This design comes from an exercise in tuning for small area, a short achievable clock period and few clock cycles on the open sky130 flow, not from production work. Where RTL was checked, it was by simulation tests only, not by an equivalence proof against the original.

== S ==
==> module fb_write_arbiter, before the edit <==
module fb_write_arbiter #(
	parameter int DEPTH = 4
) (
	input  logic clk,
	input  logic reset,
	input  logic flush_i,
	input  logic block_i,
	input  logic take_i,
	input  logic push_i,
	input  render_pkg::pixel_addr_t addr_i,
	input  render_pkg::color_t color_i,
	output logic credit_nx_o,
	output logic quiet_o,
	output logic psel_o,
	output logic penable_o,
	output render_pkg::pixel_addr_t paddr_o,
	output render_pkg::color_t pwdata_o,
	input  logic pready_i
);
	localparam int AW = $clog2(DEPTH);
	render_pkg::pixel_addr_t addr_q [DEPTH];
	render_pkg::color_t color_q [DEPTH];
	logic [AW-1:0] rd_q;
	logic [AW-1:0] wr_q;
	logic [DEPTH-1:0] valid_q;
	logic [AW:0] credits_q;
	logic [AW:0] credits_nx;
	logic idle_q;
	logic setup_q;
	logic bus_free;
	logic pop;
	logic start;
	assign credits_nx = flush_i ? (AW+1)'(DEPTH) :
		credits_q - (AW+1)'(take_i) + (AW+1)'(pop);
	assign credit_nx_o = flush_i || (credits_q > (AW+1)'(take_i));
	assign quiet_o = !valid_q[rd_q] && idle_q;
	assign bus_free = idle_q || (!setup_q && pready_i);
	assign pop = valid_q[rd_q] && !flush_i && bus_free;
	assign start = pop && !block_i;
	always_ff @(posedge clk)
		credits_q <= credits_nx;
	always_ff @(posedge clk) begin
		if (flush_i) begin
			rd_q <= '0;
			wr_q <= '0;
			valid_q <= '0;
		end else begin
			if (push_i) begin
				addr_q[wr_q] <= addr_i;
				color_q[wr_q] <= color_i;
				wr_q <= wr_q + 1'b1;
			end
			if (pop)
				rd_q <= rd_q + 1'b1;
			for (int k = 0; k < DEPTH; k++) begin
				if (push_i && wr_q == AW'(k))
					valid_q[k] <= 1'b1;
				else if (pop && rd_q == AW'(k))
					valid_q[k] <= 1'b0;
			end
		end
	end
	always_ff @(posedge clk) begin
		if (reset) begin
			psel_o <= 1'b0;
			penable_o <= 1'b0;
			idle_q <= 1'b1;
			setup_q <= 1'b0;
		end else if (start) begin
			psel_o <= 1'b1;
			penable_o <= 1'b0;
			idle_q <= 1'b0;
			setup_q <= 1'b1;
		end else if (setup_q) begin
			penable_o <= 1'b1;
			setup_q <= 1'b0;
		end else if (!idle_q && pready_i) begin
			psel_o <= 1'b0;
			penable_o <= 1'b0;
			idle_q <= 1'b1;
		end
	end
	always_ff @(posedge clk) begin
		if (bus_free) begin
			paddr_o <= addr_q[rd_q];
			pwdata_o <= color_q[rd_q];
		end
	end
endmodule
Settings: LEC_CHECK=0, CAP_MARGIN=50, CORE_MARGIN=2, CORE_UTILIZATION=40, SLEW_MARGIN=50; clock period 15.0 ns.
run.sh (not shown) runs the stock make flow with config.mk's settings and CLKGATE_MAP_FILE= SYNTH_SCRIPT=/design/flow/synth_recipe.tcl, a recipe that flattens the netlist after the stock synthesis.
#### Input delta (Q over S)
diff --git a/flow/design.v b/flow/design.v
--- a/flow/design.v
+++ b/flow/design.v
@@ -3780,13 +3780,14 @@
 			rd_q <= '0;
 			wr_q <= '0;
 			valid_q <= '0;
 		end else begin
-			if (push_i) begin
+			if (!valid_q[wr_q]) begin
 				addr_q[wr_q] <= addr_i;
 				color_q[wr_q] <= color_i;
-				wr_q <= wr_q + 1'b1;
 			end
+			if (push_i)
+				wr_q <= wr_q + 1'b1;
 			if (pop)
 				rd_q <= rd_q + 1'b1;
 			for (int k = 0; k < DEPTH; k++) begin
 				if (push_i && wr_q == AW'(k))
Notes after the runs:
Diff Q..S | synthesized area per cell | negligible. Register share of the cell area delta (Q -> S): insignificant. S leaves less setup margin than Q. Summary of Q over S: maximum number of pins on one net before global-route repair went up by 11. Relative to S, worst-case hold slack has gone up in Q. Diff S -> Q | detail-routed via count per cell | increase of 0.022. Going from S to Q, number of buffers outside the clock class in the layout moved down, number of design-rule violations left by the first detailed-router iteration moved down, delay contributed by the slowest stage of the critical path barely changed.
No functional check of the RTL was part of any run of this note.

--- another note on this design; it stands on its own ---

==> flow/design.v (excerpt) <==
module mandel_render_top #(
	parameter int SCREEN_W = 64,
	parameter int SCREEN_H = 48,
	parameter int MAX_ITER = 256,
	parameter int NUM_LANES = 2,
	parameter fixed_point_pkg::fixed_t BASE_STEP = 27'sd393216,
	parameter int ZOOM_MAX = 8
) (
	input  logic clk,
	input  logic reset,
	input  logic zoom_in_i,
	input  logic zoom_out_i,
	input  logic pan_left_i,
	input  logic pan_right_i,
	input  logic pan_up_i,
	input  logic pan_down_i,
	output logic psel_o,
	output logic penable_o,
	output logic pwrite_o,
	output logic [18:0] paddr_o,
	output logic [7:0] pwdata_o,
	input  logic pready_i,
	output logic frame_done_o
);
make LEC_CHECK=0 CAP_MARGIN=20 CORE_MARGIN=2 CORE_UTILIZATION=40 SLEW_MARGIN=20 finish   # period 15.0 ns
run.sh (not shown) runs the stock make flow with config.mk's settings and CLKGATE_MAP_FILE= SYNTH_SCRIPT=/design/flow/synth_recipe.tcl, a recipe that flattens the netlist after the stock synthesis.
The baseline finished with timing, DRC and antenna clean.
Testbench counts at the start, summed over its fixed seeds: cycles 3,488,163.
==> next run, changes <==
Settings changed: CAP_MARGIN 20 to 65, CTS_CLUSTER_DIAMETER set to 110, CTS_CLUSTER_SIZE set to 28, SLEW_MARGIN 20 to 65.
The new run produced a clean layout; wire length falls by 1.3%; setup slack gets better by 0.34 ns.
==> next run, changes <==
Settings changed: CTS_CLUSTER_DIAMETER 110 to 60, CTS_CLUSTER_SIZE 28 to 25.
Design area grows by 2.7%.
Synthesized area is unchanged.
Via count grows by 1.0%.
==> next run, changes <==
Settings changed: CTS_BUF_LIST set to sky130_fd_sc_hd__clkbuf_8, CTS_CLUSTER_DIAMETER 60 to unset, CTS_CLUSTER_SIZE 25 to unset.
The changed run produced a clean layout.
Synthesized cell count is unchanged.
Via count rose by about 1.1%.
First-iteration DRC count stays flat.
Register-to-register slack gets better by 0.06 ns.
==> next run, changes <==
Settings changed: CTS_BUF_LIST sky130_fd_sc_hd__clkbuf_8 to unset, CTS_CLUSTER_DIAMETER set to 100, CTS_CLUSTER_SIZE set to 24.
What happened: Hold slack got worse by 0.021 ns. Fmax climbs by about 4%. Cell area drops by about 3%. Wire length drops by about 1.5%. Synthesized area stays the same. First-iteration DRC count climbs by 1.4%. Non-clock buffer count does not change. Clock skew climbs by 0.0052 ns.

Starting RTL as in the previous note.
export LEC_CHECK = 0
export CAP_MARGIN = 65
export CORE_MARGIN = 2
export CORE_UTILIZATION = 40
export SLEW_MARGIN = 65
create_clock -name core_clock -period 15.0 [get_ports {clk}]
Testbench counts at the start, summed over its fixed seeds: cycles 3,488,163.
==> next run, changes <==
--- a/flow/config.mk
+++ b/flow/config.mk
@@ -6,6 +6,6 @@
 export NUM_CORES = 4
 export LEC_CHECK = 0
-export CAP_MARGIN = 65
+export CAP_MARGIN = 50
 export CORE_MARGIN = 2
 export CORE_UTILIZATION = 40
-export SLEW_MARGIN = 65
+export SLEW_MARGIN = 50
After rerunning: The new run produced a clean layout. Core utilization fell by 0.37 points. Hold slack got worse by 0.019 ns. Non-clock buffer count is lower by 11. Die area stays the same. Worst setup slack degrades by 0.13 ns. Global-route usage is about the same. Final area went down slightly.

==> what the ideal ports hide <==
The flow's constraints put no driver on any port. The routed layouts listed below were extracted and timed again, unchanged, in two steps. Step 1, drivers: a clkbuf_16 drives clk and a buf_2 each remaining input, both assumed. Step 2 also shifts input and output timing later by t, the mid clock arrival at the registers, as if the neighbouring blocks saw the same clock. Three values: ideal, step 1, step 2; two values: the first two.
| run | t (ns) | setup slack, ns | slew at the worst register clock pin (ns) |
|---|---|---|---|
| S | 0.848 | 9.544 / 9.544 / 9.544 | 0.07 / 0.07 |
| Q | 0.837 | 9.729 / 9.729 / 9.545 | 0.07 / 0.07 |
| the first run of note 2 | 0.846 | 9.873 / 9.873 / 9.873 | 0.07 / 0.07 |
| the second run of note 2 | 0.785 | 10.217 / 10.191 / 10.134 | 0.12 / 0.12 |
| the third run of note 2 | 0.809 | 10.208 / 10.158 / 10.140 | 0.10 / 0.10 |
| the fourth run of note 2 | 1.014 | 10.029 / 9.949 / 10.132 | 0.08 / 0.08 |
| the fifth run of note 2 | 0.802 | 10.220 / 10.145 / 10.141 | 0.10 / 0.10 |
| the first run of note 3 | 0.826 | 10.221 / 10.144 / 10.137 | 0.07 / 0.07 |
| the second run of note 3 | 0.850 | 10.091 / 10.091 / 9.958 | 0.07 / 0.07 |
After both steps every run listed still meets setup and hold. For Q, which loses most, drivers alone change the setup slack by 0.000 ns; drivers and shift together by -0.184 ns.
